This is an optimization exercise on Yosys and OpenROAD, whose aim is small area, not a production implementation.
Function was checked by simulation only, so behaviour that the tests miss may differ from the original.
No activity file was given, so power comes from the tool's default toggle rates.

// cpu_top
module cpu_top (
   input  logic                 clk,
   input  logic                 rst_n,
   input  isa_pkg::instr_t      code,
   output core_pkg::pc_t        pc,
   output core_pkg::pc_t        next_pc,
   output core_pkg::word_t      result,
   output logic                 write_en,
   output logic                 imm_en,
   output logic                 branch_en
);
For scale: ~69 I/O pins, about 24000 µm² of cells after synthesis.
export LEC_CHECK = 0
export CAP_MARGIN = 20
export CORE_MARGIN = 2
export CORE_UTILIZATION = 55
export CTS_BUF_LIST = sky130_fd_sc_hd__clkbuf_8
export CTS_CLUSTER_DIAMETER = 50
export CTS_CLUSTER_SIZE = 16
export PLACE_DENSITY = 0.65
export SLEW_MARGIN = 20
create_clock -name core_clock -period 12.0 [get_ports {clk}]
standard.sh (not shown) runs the stock make flow with config.mk's settings and CLKGATE_MAP_FILE= SYNTH_SCRIPT=/design/flow/synth_recipe.tcl, a recipe that flattens the netlist after the stock synthesis.
==> flow/flow/run.sh <==
#!/bin/bash
# Standard ORFS layout with two changes: the ABC mapping script used by
# synthesis is flow/abc.script (area-oriented &nf mapping with choices),
# and the port buffers are the smallest buffer cell.
set -euo pipefail
W=$PWD
{
  echo "proc abc {args} {"
  echo "  set i [lsearch -exact \$args -script]"
  echo "  if {\$i >= 0} { lset args [expr {\$i + 1}] $W/flow/abc.script }"
  echo "  yosys abc {*}\$args"
  echo "}"
  cat synth_recipe.tcl
} > my_synth.tcl
bash standard.sh SYNTH_SCRIPT=$W/my_synth.tcl synth > synth.log 2>&1
bash standard.sh SYNTH_SCRIPT=$W/my_synth.tcl "BUFFER_PORTS_ARGS=-buffer_cell sky130_fd_sc_hd__buf_1" > layout.log 2>&1
==> flow/flow/abc.script <==
strash
&get -n
&dch -f
&nf -R 1000
&put
topo
stime -c
upsize -c
dnsize -c
The first run ran to the end with no violations.
Next try:
==> flow/flow/run.sh (replaced) <==
#!/bin/bash
# Standard ORFS layout with three changes: the ABC mapping script used by
# synthesis is flow/abc.script (area-oriented &nf mapping with choices),
# the port buffers are the smallest buffer cell, and after global routing
# the resizer downsizes gates off the critical paths (RECOVER_POWER).
set -euo pipefail
W=$PWD
{
  echo "proc abc {args} {"
  echo "  set i [lsearch -exact \$args -script]"
  echo "  if {\$i >= 0} { lset args [expr {\$i + 1}] $W/flow/abc.script }"
  echo "  yosys abc {*}\$args"
  echo "}"
  cat synth_recipe.tcl
} > my_synth.tcl
bash standard.sh SYNTH_SCRIPT=$W/my_synth.tcl synth > synth.log 2>&1
bash standard.sh SYNTH_SCRIPT=$W/my_synth.tcl \
  "BUFFER_PORTS_ARGS=-buffer_cell sky130_fd_sc_hd__buf_1" \
  RECOVER_POWER=100 > layout.log 2>&1
==> flow/flow/abc.script (replaced) <==
strash
&get -n
&dch -f
&nf -R 1000
&put
topo
stime -c
buffer -c
upsize -c
dnsize -c
Settings changed: CTS_BUF_LIST sky130_fd_sc_hd__clkbuf_8 to sky130_fd_sc_hd__clkbuf_16, CTS_CLUSTER_DIAMETER 50 to 80, CTS_CLUSTER_SIZE 16 to 30.
With this change the flow finished with capacitance limit, slew limit left.
Critical path depth is lower by 1.
Design area went down slightly.
Die area climbs by a few percent.
Setup slack improves by 0.095 ns.
Power increases slightly.
Next try:
==> flow/flow/run.sh (replaced) <==
#!/bin/bash
# Standard ORFS layout with two changes: the ABC mapping script used by
# synthesis is flow/abc.script (area-oriented &nf mapping with choices),
# and the port buffers are the smallest buffer cell.
set -euo pipefail
W=$PWD
{
  echo "proc abc {args} {"
  echo "  set i [lsearch -exact \$args -script]"
  echo "  if {\$i >= 0} { lset args [expr {\$i + 1}] $W/flow/abc.script }"
  echo "  yosys abc {*}\$args"
  echo "}"
  cat synth_recipe.tcl
} > my_synth.tcl
bash standard.sh SYNTH_SCRIPT=$W/my_synth.tcl synth > synth.log 2>&1
bash standard.sh SYNTH_SCRIPT=$W/my_synth.tcl "BUFFER_PORTS_ARGS=-buffer_cell sky130_fd_sc_hd__buf_1" > layout.log 2>&1
Settings changed: CORE_UTILIZATION 55 to 62, PLACE_DENSITY 0.65 to 0.7.
This time the run completed with no timing, DRC or antenna violations; final cell count went down by 2.8%; setup slack is worse by 0.035 ns; non-clock buffer count decreases by 1.
Next try:
==> flow/flow/run.sh (replaced) <==
#!/bin/bash
# Standard ORFS layout with these changes: the ABC mapping script used by
# synthesis is flow/abc.script (area-oriented &nf mapping with choices),
# the port buffers are the smallest buffer cell, after global routing the
# resizer downsizes gates off the critical paths (RECOVER_POWER), and
# flow/post_grt.tcl then repairs slew and capacitance again.
set -euo pipefail
W=$PWD
{
  echo "proc abc {args} {"
  echo "  set i [lsearch -exact \$args -script]"
  echo "  if {\$i >= 0} { lset args [expr {\$i + 1}] $W/flow/abc.script }"
  echo "  yosys abc {*}\$args"
  echo "}"
  cat synth_recipe.tcl
} > my_synth.tcl
bash standard.sh SYNTH_SCRIPT=$W/my_synth.tcl synth > synth.log 2>&1
bash standard.sh SYNTH_SCRIPT=$W/my_synth.tcl \
  "BUFFER_PORTS_ARGS=-buffer_cell sky130_fd_sc_hd__buf_1" \
  RECOVER_POWER=100 POST_GLOBAL_ROUTE_TCL=$W/flow/post_grt.tcl > layout.log 2>&1
==> flow/flow/post_grt.tcl (new file) <==
# After the power-recovery downsizing at the end of global routing, fix
# any slew or capacitance it broke, then legalise and reroute the nets
# that changed.
global_route -start_incremental
repair_design_helper
log_cmd detailed_placement
global_route -end_incremental
log_cmd estimate_parasitics -global_routing
report_check_types -max_slew -max_capacitance -violators
Settings changed: CORE_UTILIZATION 62 to 55, PLACE_DENSITY 0.7 to 0.65.
- wire length increases by 5.2%
- final cell count climbs by 3.2%
- total power climbs by 1.3%
- via count goes down by 0.74%
- clock-buffer cell count rose by 1
- area after synthesis is unchanged
- design area is higher by 0.65%
- hold slack improved by 0.022 ns
- register-to-register slack is worse by 0.24 ns
- core utilization drops by 7.0 points
Next try:
==> flow/flow/run.sh (replaced) <==
#!/bin/bash
# Standard ORFS layout with these changes: the ABC mapping script used by
# synthesis is flow/abc.script (area-oriented &nf mapping with choices),
# the port buffers are the smallest buffer cell, and after global routing
# the resizer downsizes gates off the critical paths (RECOVER_POWER), except
# the drivers of high-fanout nets (flow/pre_grt.tcl).
set -euo pipefail
W=$PWD
{
  echo "proc abc {args} {"
  echo "  set i [lsearch -exact \$args -script]"
  echo "  if {\$i >= 0} { lset args [expr {\$i + 1}] $W/flow/abc.script }"
  echo "  yosys abc {*}\$args"
  echo "}"
  cat synth_recipe.tcl
} > my_synth.tcl
bash standard.sh SYNTH_SCRIPT=$W/my_synth.tcl synth > synth.log 2>&1
bash standard.sh SYNTH_SCRIPT=$W/my_synth.tcl \
  "BUFFER_PORTS_ARGS=-buffer_cell sky130_fd_sc_hd__buf_1" \
  RECOVER_POWER=100 PRE_GLOBAL_ROUTE_TCL=$W/flow/pre_grt.tcl > layout.log 2>&1
==> flow/flow/pre_grt.tcl (new file) <==
# Power recovery at the end of global routing, but kept away from the
# drivers of high-fanout nets (register enables, selects, the result bus):
# shrinking those only breaks slew limits that repair then restores.
proc recover_power_helper { } {
  set kept {}
  foreach net [[ord::get_db_block] getNets] {
    if {[$net getSigType] != "SIGNAL"} continue
    set sinks 0
    set drv ""
    foreach it [$net getITerms] {
      if {[$it isOutputSignal]} {
        set drv [$it getInst]
      } elseif {[$it isInputSignal]} {
        incr sinks
      }
    }
    if {$drv != "" && $sinks >= 6} { lappend kept [$drv getName] }
  }
  puts "power recovery skips [llength $kept] high-fanout drivers"
  foreach name $kept { set_dont_touch [get_cells $name] }
  log_cmd repair_timing -verbose -recover_power 100
  foreach name $kept { unset_dont_touch [get_cells $name] }
  report_check_types -max_slew -max_capacitance -violators
}
Settings changed: CORE_UTILIZATION 55 to 62, CTS_BUF_LIST sky130_fd_sc_hd__clkbuf_16 to sky130_fd_sc_hd__clkbuf_8, CTS_CLUSTER_DIAMETER 80 to 60, CTS_CLUSTER_SIZE 30 to 18, PLACE_DENSITY 0.65 to 0.7.
removed: flow/flow/post_grt.tcl
Worst setup slack got worse by 0.11 ns.
Via count is higher slightly.
Clock power is lower by about a fifth.
Wire length decreases by a few percent.
Maximum frequency fell slightly.
Final cell count goes down by a few percent.
Total power is lower by a few percent.
Clock-buffer cell count rises by 12.
Die area shrinks by roughly a tenth.
Clock skew went up by 0.0052 ns.
Cell area falls slightly.


The RTL this note starts from:
==> flow/design.v <==
`timescale 1ns/100ps
package isa_pkg;
   typedef struct packed {
      logic [3:0] op;
      logic [3:0] f_s;   
      logic [3:0] f_a;
      logic [3:0] f_b;
   } instr_t;
   localparam logic [3:0] OP_JZ    = 4'b1000;
   localparam logic [3:0] OP_JNZ   = 4'b1001;
   localparam logic [3:0] OP_LOADI = 4'b1010;
   localparam logic [3:0] OP_STOP  = 4'b1111;
endpackage
`timescale 1ns/100ps
package core_pkg;
   typedef logic [31:0] word_t;
   typedef logic [7:0]  pc_t;
endpackage
`timescale 1ns/100ps
module instr_decoder (
   input  logic [15:0] code,
   input  logic        rst_n,
   output logic [15:0] sel_a,      
   output logic [15:0] sel_b,      
   output logic [15:0] wr_sel,     
   output logic        write_en,
   output logic        imm_en,
   output logic        jz,
   output logic        jnz,
   output logic        stop
);
   logic [3:0] op;
   assign op = code[15:12];
   assign imm_en   = op == isa_pkg::OP_LOADI;
   assign write_en = (~op[3] & ~(op[2] & op[1])) | imm_en;
   assign jz       = op == isa_pkg::OP_JZ;
   assign jnz      = op == isa_pkg::OP_JNZ;
   assign stop     = op == isa_pkg::OP_STOP;
   for (genvar r = 0; r < 16; r++) begin : g_dec
      assign sel_a[r]  = code[7:4]  == 4'(r);
      assign sel_b[r]  = code[3:0]  == 4'(r);
      assign wr_sel[r] = (code[11:8] == 4'(r)) & write_en & rst_n;
   end
endmodule
`timescale 1ns/100ps
module pc_unit (
   input  logic       clk,
   input  logic       rst_n,
   input  logic       jz,
   input  logic       jnz,
   input  logic       stop,
   input  logic [7:0] target,
   input  logic [7:0] a_low,
   output logic [7:0] pc,
   output logic [7:0] next_pc,
   output logic       branch_en
);
   logic a_zero;
   assign a_zero    = a_low == 8'd0;
   assign branch_en = (jz & a_zero) | (jnz & ~a_zero);
   always_comb begin
      if (!rst_n)
         next_pc = 8'd0;
      else if (stop)
         next_pc = pc;
      else if (branch_en)
         next_pc = target;
      else
         next_pc = pc + 8'd1;
   end
   always_ff @(posedge clk)
      pc <= next_pc;
endmodule
`timescale 1ns/100ps
module reg_file (
   input  logic        clk,
   input  logic [15:0] sel_a,
   input  logic [15:0] sel_b,
   input  logic [15:0] wr_sel,
   input  logic [31:0] wdata,
   output logic [31:0] a,
   output logic [31:0] b
);
   logic [15:0][31:0] regs;
   for (genvar r = 0; r < 16; r++) begin : g_reg
      always_ff @(posedge clk)
         if (wr_sel[r])
            regs[r] <= wdata;
   end
   function automatic logic pick(input logic [15:0] t);
      logic [5:0] grp;
      logic       y;
      for (int k = 0; k < 5; k++)
         grp[k] = t[3 * k] | t[3 * k + 1] | t[3 * k + 2];
      grp[5] = t[15];
      y = (grp[0] | grp[1] | grp[2]) | (grp[3] | grp[4] | grp[5]);
      pick = y;
   endfunction
   always_comb
      for (int i = 0; i < 32; i++) begin
         logic [15:0] ta, tb;
         for (int r = 0; r < 16; r++) begin
            ta[r] = regs[r][i] & sel_a[r];
            tb[r] = regs[r][i] & sel_b[r];
         end
         a[i] = pick(ta);
         b[i] = pick(tb);
      end
endmodule
`timescale 1ns/100ps
module barrel_shifter (
   input  logic [31:0] a,
   input  logic [4:0]  shamt,
   output logic [31:0] y
);
   logic [31:0] s1, s2;
   always_comb begin
      s1 = '0;
      s2 = '0;
      for (int k = 0; k < 4; k++)
         s1 = s1 | ((a >> k) & {32{shamt[1:0] == 2'(k)}});
      for (int k = 0; k < 4; k++)
         s2 = s2 | ((s1 >> (4 * k)) & {32{shamt[3:2] == 2'(k)}});
      y = shamt[4] ? s2 >> 16 : s2;
   end
endmodule
`timescale 1ns/100ps
module exec_unit (
   input  logic [3:0]  op,
   input  logic [7:0]  imm,
   input  logic [31:0] a,
   input  logic [31:0] b,
   output logic [31:0] result
);
   logic [31:0] b_in, p, g, gc, pc, sum, sh_in, sh;
   logic        cin;
   assign cin  = op[0];
   assign b_in = b ^ {32{op[0]}};
   assign p    = a ^ b_in;
   assign g    = a & b_in;
   always_comb begin
      gc    = g;
      pc    = p;
      gc[0] = g[0] | (p[0] & cin);
      for (int d = 1; d < 32; d = d * 2)
         for (int i = 2 * d - 1; i < 32; i = i + 2 * d) begin
            gc[i] = gc[i] | (pc[i] & gc[i - d]);
            pc[i] = pc[i] & pc[i - d];
         end
      for (int d = 8; d >= 1; d = d / 2)
         for (int i = 3 * d - 1; i < 32; i = i + 2 * d) begin
            gc[i] = gc[i] | (pc[i] & gc[i - d]);
            pc[i] = pc[i] & pc[i - d];
         end
   end
   assign sum = p ^ {gc[30:0], cin};
   always_comb
      for (int i = 0; i < 32; i++)
         sh_in[i] = op[0] ? a[i] : a[31 - i];
   barrel_shifter u_shifter (.a(sh_in), .shamt(b[4:0]), .y(sh));
   logic sel_sll, sel_srl, sel_sum, sel_and, sel_xnor, sel_imm;
   assign sel_imm  = op[3];
   assign sel_sll  = ~op[3] & ~op[2] & ~op[1] & ~op[0];
   assign sel_srl  = ~op[3] & ~op[2] & ~op[1] &  op[0];
   assign sel_sum  = ~op[3] & ~op[2] &  op[1];
   assign sel_and  = ~op[3] &  op[2] & ~op[0];
   assign sel_xnor = ~op[3] &  op[2] &  op[0];
   always_comb
      for (int i = 0; i < 32; i++)
         result[i] = (sel_sum & sum[i]) |
                     (((sel_sll  & sh[31 - i]) |
                       (sel_srl  & sh[i])      |
                       (sel_and  & g[i]))      |
                      ((sel_xnor & p[i])       |
                       (sel_imm  & (i < 8 ? imm[i % 8] : 1'b0))));
endmodule
`timescale 1ns/100ps
module cpu_top (
   input  logic                 clk,
   input  logic                 rst_n,
   input  isa_pkg::instr_t      code,
   output core_pkg::pc_t        pc,
   output core_pkg::pc_t        next_pc,
   output core_pkg::word_t      result,
   output logic                 write_en,
   output logic                 imm_en,
   output logic                 branch_en
);
   logic [15:0] sel_a, sel_b, wr_sel;
   logic        jz, jnz, stop;
   logic [31:0] a, b;
   instr_decoder u_decoder (
      .code     (code),
      .rst_n    (rst_n),
      .sel_a    (sel_a),
      .sel_b    (sel_b),
      .wr_sel   (wr_sel),
      .write_en (write_en),
      .imm_en   (imm_en),
      .jz       (jz),
      .jnz      (jnz),
      .stop     (stop)
   );
   reg_file u_regs (
      .clk    (clk),
      .sel_a  (sel_a),
      .sel_b  (sel_b),
      .wr_sel (wr_sel),
      .wdata  (result),
      .a      (a),
      .b      (b)
   );
   exec_unit u_exec (
      .op     (code.op),
      .imm    ({code.f_a, code.f_b}),
      .a      (a),
      .b      (b),
      .result (result)
   );
   pc_unit u_pc (
      .clk       (clk),
      .rst_n     (rst_n),
      .jz        (jz),
      .jnz       (jnz),
      .stop      (stop),
      .target    ({code.f_s, code.f_b}),
      .a_low     (a[7:0]),
      .pc        (pc),
      .next_pc   (next_pc),
      .branch_en (branch_en)
   );
endmodule
clock: 12.0 ns
lec_check: 0
cap_margin: 20
core_margin: 2
core_utilization: 55
cts_buf_list: sky130_fd_sc_hd__clkbuf_16
cts_cluster_diameter: 80
cts_cluster_size: 30
place_density: 0.65
slew_margin: 20
==> flow/flow/run.sh <==
#!/bin/bash
# Standard ORFS layout with two changes: the ABC mapping script used by
# synthesis is flow/abc.script (area-oriented &nf mapping with choices),
# and the port buffers are the smallest buffer cell.
set -euo pipefail
W=$PWD
{
  echo "proc abc {args} {"
  echo "  set i [lsearch -exact \$args -script]"
  echo "  if {\$i >= 0} { lset args [expr {\$i + 1}] $W/flow/abc.script }"
  echo "  yosys abc {*}\$args"
  echo "}"
  cat synth_recipe.tcl
} > my_synth.tcl
bash standard.sh SYNTH_SCRIPT=$W/my_synth.tcl synth > synth.log 2>&1
bash standard.sh SYNTH_SCRIPT=$W/my_synth.tcl "BUFFER_PORTS_ARGS=-buffer_cell sky130_fd_sc_hd__buf_1" > layout.log 2>&1
==> flow/flow/abc.script <==
strash
&get -n
&dch -f
&nf -R 1000
&put
topo
stime -c
buffer -c
upsize -c
dnsize -c
The baseline went through all stages and came out clean.
==> next run, changes <==
- GPL_ROUTABILITY_DRIVEN: not set -> 0
- first-iteration DRC count went up by 7.2%
- count of clock-buffer cells in the layout stays the same
- wire length shrinks by 6.9%
- non-clock buffer count came out lower by 6
- sequential cell count does not change
- synthesized cell count is unchanged
- combinational power drops by about 4%
==> next run, changes <==
- CTS_BUF_LIST: sky130_fd_sc_hd__clkbuf_16 -> sky130_fd_sc_hd__clkbuf_8
- CTS_CLUSTER_DIAMETER: 80 -> 50
- CTS_CLUSTER_SIZE: 30 -> 16
- GPL_ROUTABILITY_DRIVEN: 0 -> not set
What happened: Die area stays the same. Hold slack got worse by 11 ps. Worst setup slack got worse by 8.8 ps. Via count rose by about 2.4%.

==> separate check: timing with driven ports <==
The results above use ideal ports. As a check the final layouts listed here were re-extracted and re-timed, cells and wires unchanged. Step 1 (the two cells are an assumption about what drives the block):
set clk [get_ports {clk}]
set_driving_cell -lib_cell sky130_fd_sc_hd__clkbuf_16 $clk
set_driving_cell -lib_cell sky130_fd_sc_hd__buf_2 [delete_from_list [all_inputs] $clk]
Step 2 also shifts input and output timing later by t, the mid clock arrival at the registers, as if the neighbouring blocks saw the same clock. a / b / c = ideal / step 1 / step 2; a / b = the first two.
| run | t (ns) | slack for setup (ns) | hold WS [ns] | worst setup path after step 2 |
|---|---|---|---|---|
| the first run of note 1 | 0.748 | 0.346 / 0.264 / 0.264 | 0.627 / 0.627 / 0.627 | input to output |
| the second run of note 1 | 0.681 | 0.441 / 0.419 / 0.419 | 0.658 / 0.658 / 0.658 | input to output |
| the third run of note 1 | 0.673 | 0.406 / 0.384 / 0.384 | 0.627 / 0.627 / 0.627 | input to output |
| the fourth run of note 1 | 0.685 | 0.439 / 0.417 / 0.417 | 0.649 / 0.649 / 0.649 | input to output |
| the fifth run of note 1 | 0.694 | 0.334 / 0.305 / 0.305 | 0.626 / 0.626 / 0.626 | input to output |
| the first run of note 2 | 0.683 | 0.425 / 0.404 / 0.404 | 0.646 / 0.646 / 0.646 | input to output |
| the second run of note 2 | 0.661 | 0.413 / 0.389 / 0.389 | 0.647 / 0.647 / 0.647 | input to output |
| the third run of note 2 | 0.730 | 0.404 / 0.380 / 0.380 | 0.636 / 0.636 / 0.636 | input to output |
For the first run of note 1, which loses most, drivers alone change the setup slack by -0.082 ns; drivers and shift together by -0.082 ns.
